Context: an optimization exercise on an open-source flow, tuned for small area and few clock cycles per item. The choices shown serve that exercise and are no tape-out recipe. At most, simulation tests tie the RTL to the original design; equivalence was not proved.

==> exp/cedar <==
// barrel_math_pipe
module barrel_math_pipe #(
  parameter int H_RES   = 1080,
  parameter int V_RES   = 960,
  parameter int COORD_W = 12,
  parameter int FRAC_W  = 3,
  parameter int K_SHIFT = 24
) (
  input  logic               clk,
  input  logic               reset,
  input  logic               gen_en,
  input  logic [1:0]         mode,
  input  logic [15:0]        k_coef,
  output logic [31:0]        tIn_tdata,
  output logic               tIn_tvalid,
  input  logic               tIn_tready,
  input  logic [31:0]        tOut_tdata,
  input  logic               tOut_tvalid,
  output logic               tOut_tready,
  output logic [31:0]        rCin_tdata,
  output logic [15:0]        rPin_tdata,
  output logic               rCin_tvalid,
  output logic               rPin_tvalid,
  input  logic               rCin_tready,
  input  logic               rPin_tready,
  input  logic [31:0]        rOut_tdata,
  input  logic               rOut_tvalid,
  output logic               rOut_tready,
  output logic [COORD_W-1:0] xOut,
  output logic [COORD_W-1:0] yOut,
  output logic               addr_vld,
  input  logic               mem_ready,
  output logic               clipped,
  output logic               frame_done
);
==> flow/config.mk <==
export PLATFORM = sky130hd
export DESIGN_NAME = barrel_math_pipe
export DESIGN_NICKNAME = barrel_math_pipe
export VERILOG_FILES = /design/flow/design.v
export SDC_FILE = /design/flow/constraint.sdc
export NUM_CORES = 4
export LEC_CHECK = 0
export CAP_MARGIN = 20
export CORE_MARGIN = 2
export CORE_UTILIZATION = 40
export GPL_TIMING_DRIVEN = 0
export SLEW_MARGIN = 20
export SYNTH_HIERARCHICAL = 1
export SYNTH_MINIMUM_KEEP_SIZE = 0
==> flow/constraint.sdc <==
create_clock -name core_clock -period 9.0 [get_ports {clk}]
set_input_delay 1.8000 -clock core_clock [delete_from_list [all_inputs] [get_ports {clk}]]
set_output_delay 1.8000 -clock core_clock [all_outputs]
set_load 0.01 [all_outputs]
standard.sh (not shown) runs the stock make flow with config.mk's settings and CLKGATE_MAP_FILE= SYNTH_SCRIPT=/design/flow/synth_recipe.tcl, a recipe that flattens the netlist after the stock synthesis.
==> flow/flow/run.sh <==
#!/bin/bash
# Standard layout with smaller port buffers and a clock tree of smaller buffers, without
# dummy loads. Each ORFS step keeps its own log under orfs/logs/; make's output goes to
# flow_make.log.
set -euo pipefail
bash standard.sh \
  'BUFFER_PORTS_ARGS=-buffer_cell sky130_fd_sc_hd__buf_1' \
  'CTS_ARGS=-sink_clustering_enable -repair_clock_nets -dont_use_dummy_load -buf_list {sky130_fd_sc_hd__clkbuf_4 sky130_fd_sc_hd__clkbuf_8}' \
  finish > flow_make.log 2>&1
==> exp/willow (differences from exp/cedar) <==
--- a/flow/design.v
+++ b/flow/design.v
@@ -62,17 +62,16 @@
   logic        va, vb;
   logic [15:0] ra, pha, ka, rb, phb;
   logic [1:0]  ma;
   logic [31:2] sqa;
   logic [14:0] scb;
   logic [31:0] sq_n, sq;
   logic [47:0] prod;
-  logic [14:0] sc_n;
-  logic [13:0] x, negx;
-  logic        big;
+  logic [14:0] d, sc_n;
+  logic [15:0] add;
   logic [30:0] p;
   logic [16:0] q;
   assign en          = ~vb | (rCin_tready & rPin_tready);
   assign tOut_tready = en;
   logic sqt_0, sqt_1, sqt_2, sqt_3, sqt_4, sqt_5, sqt_6, sqt_7, sqt_8, sqt_9, sqt_10, sqt_11, sqt_12, sqt_13, sqt_14, sqt_15;
   logic sqt_16, sqt_17, sqt_18, sqt_19, sqt_20, sqt_21, sqt_22, sqt_23, sqt_24, sqt_25, sqt_26, sqt_27, sqt_28, sqt_29, sqt_30, sqt_31;
   logic sqt_32, sqt_33, sqt_34, sqt_35, sqt_36, sqt_37, sqt_38, sqt_39, sqt_40, sqt_41, sqt_42, sqt_43, sqt_44, sqt_45, sqt_46, sqt_47;
@@ -1476,20 +1475,19 @@
   assign pkt_sn[43] = pkt_pp[43] ^ pkt_bg86;
   assign pkt_sn[44] = pkt_pp[44] ^ pkt_bg54;
   assign pkt_sn[45] = pkt_pp[45] ^ pkt_bg87;
   assign pkt_sn[46] = pkt_pp[46] ^ pkt_bg65;
   assign pkt_sn[47] = pkt_pp[47] ^ pkt_bg88;
   assign prod = ~pkt_sn;
   always_comb begin
-    big = |prod[47:38];
-    x   = prod[37:24];
-    for (int i = 0; i < 14; i++) negx[i] = x[i] ^ (i > 0 && (x & ((14'd1 << i) - 14'd1)) != 14'd0);
+    d    = (prod[47:39] != 9'd0) ? 15'h7FFF : prod[38:24];
+    add  = 16'd16384 + {1'b0, d};
     case (ma)
-      2'd1:    sc_n = big ? 15'h7FFF : {1'b1, x};
-      2'd2:    sc_n = big ? 15'd0 : {x == 14'd0, negx};
+      2'd1:    sc_n = add[15] ? 15'h7FFF : add[14:0];
+      2'd2:    sc_n = d[14] ? 15'd0 : 15'd16384 - d;
       default: sc_n = 15'd16384;
     endcase
   end
   always_ff @(posedge clk) begin
     if (reset) begin
       va <= 1'b0;
       vb <= 1'b0;
@@ -2090,16 +2088,10 @@
   assign co = (a & b) | (a & c) | (b & c);
 endmodule
 module bmp_ha (input logic a, input logic b, output logic s, output logic co);
   assign s  = a ^ b;
   assign co = a & b;
 endmodule
 module bmp_hn (input logic a, input logic b, output logic s, output logic co);
-  bmp_xor2 u_s (.a(a), .b(b), .y(s));
-  bmp_nor2 u_c (.a(a), .b(b), .y(co));
-endmodule
-module bmp_xor2 (input logic a, input logic b, output logic y);
-  assign y = a ^ b;
-endmodule
-module bmp_nor2 (input logic a, input logic b, output logic y);
-  assign y = ~(a | b);
+  assign s  = a ^ b;
+  assign co = ~(a | b);
 endmodule
==> flow/flow/run.sh (replaced) <==
#!/bin/bash
# Standard layout with smaller port buffers, no CTS dummy loads and area recovery after
# global routing. Each ORFS step keeps its own log under orfs/logs/; make's output goes to
# flow_make.log.
set -euo pipefail
bash standard.sh \
  'BUFFER_PORTS_ARGS=-buffer_cell sky130_fd_sc_hd__buf_1' \
  'CTS_ARGS=-sink_clustering_enable -repair_clock_nets -dont_use_dummy_load' \
  'RECOVER_POWER=100' \
  finish > flow_make.log 2>&1
--- a/flow/config.mk
+++ b/flow/config.mk
@@ -4,11 +4,10 @@
 export VERILOG_FILES = /design/flow/design.v
 export SDC_FILE = /design/flow/constraint.sdc
 export NUM_CORES = 4
 export LEC_CHECK = 0
 export CAP_MARGIN = 20
 export CORE_MARGIN = 2
 export CORE_UTILIZATION = 40
-export GPL_TIMING_DRIVEN = 0
 export SLEW_MARGIN = 20
 export SYNTH_HIERARCHICAL = 1
 export SYNTH_MINIMUM_KEEP_SIZE = 0
==> comparison table <==
Status: exp/willow finished with violations; exp/cedar finished clean
Violated checks: exp/willow capacitance limit, slew limit; exp/cedar -
Non-clock inverter count in the final layout: exp/willow 255; exp/cedar 164
Hold endpoint: exp/willow rb[9]$_DFFE_PP_; exp/cedar rb[6]$_DFFE_PP_
Xor and xnor fraction of the mapped netlist area: exp/willow 2.04%; exp/cedar 3.25%
Layout area overhead: exp/willow 8.27%; exp/cedar 9.24%
Adder and majority cell fraction of the synthesized area: exp/willow 54.9%; exp/cedar 53.7%
Proportion of netlist area held by the largest area contributor: exp/willow 48.3%; exp/cedar 48.8%
Final Max Tran Viols: exp/willow 133; exp/cedar 0
Fill cell count: exp/willow 6812; exp/cedar 6868
Clock latency on the worst-skew pair: exp/willow 0.47 ns; exp/cedar 0.56 ns
Wire length of the first global-routing pass: exp/willow 118000 um; exp/cedar 122000 um
Routed wire length: exp/willow 71900 um; exp/cedar 76100 um
Routed length on met2: exp/willow 34200 um; exp/cedar 36900 um
Combined area of the multi-input logic cells: exp/willow 0.0220 mm2; exp/cedar 0.0221 mm2
Flip-flop and latch share of the layout cell area: exp/willow 16.0%; exp/cedar 16.0%
Via count normalized by instance count: exp/willow 5.13; exp/cedar 5.19
Sum of routed wire segments on met1: exp/willow 31000 um; exp/cedar 31600 um
Detailed-route via count: exp/willow 20000; exp/cedar 20500
Time the worst path needs with I/O delays and setup: exp/willow 8.58 ns; exp/cedar 8.66 ns
Testbench counts of exp/willow, summed over its fixed seeds: cycles 16,016, items 16,000.
Only the layout flow was run in exp/cedar; the RTL was not checked for function there.

-- what the ideal ports hide --
Ports are ideal in the flow. The routed layouts listed here were re-timed in OpenROAD.
Step 1: set_driving_cell puts a clkbuf_16 on clk and a buf_2 on each other input, an assumption about the parent block.
Step 2, shift: input delay + t, output delay - t, t = (earliest + latest rising clock arrival at the registers) / 2. This alone moves slack from input paths to output paths.
a / b / c = ideal / step 1 / step 2; a / b = the first two.
run | shift t [ns] | setup slack, ns | hold slack, ns | worst slew at a driven data input, ns
exp/cedar | 0.585 | 0.340 / 0.340 / 0.340 | 0.403 / 0.403 / 0.403 | 0.09
exp/willow | 0.520 | 0.417 / 0.410 / 0.417 | 0.409 / 0.409 / 0.409 | 0.06
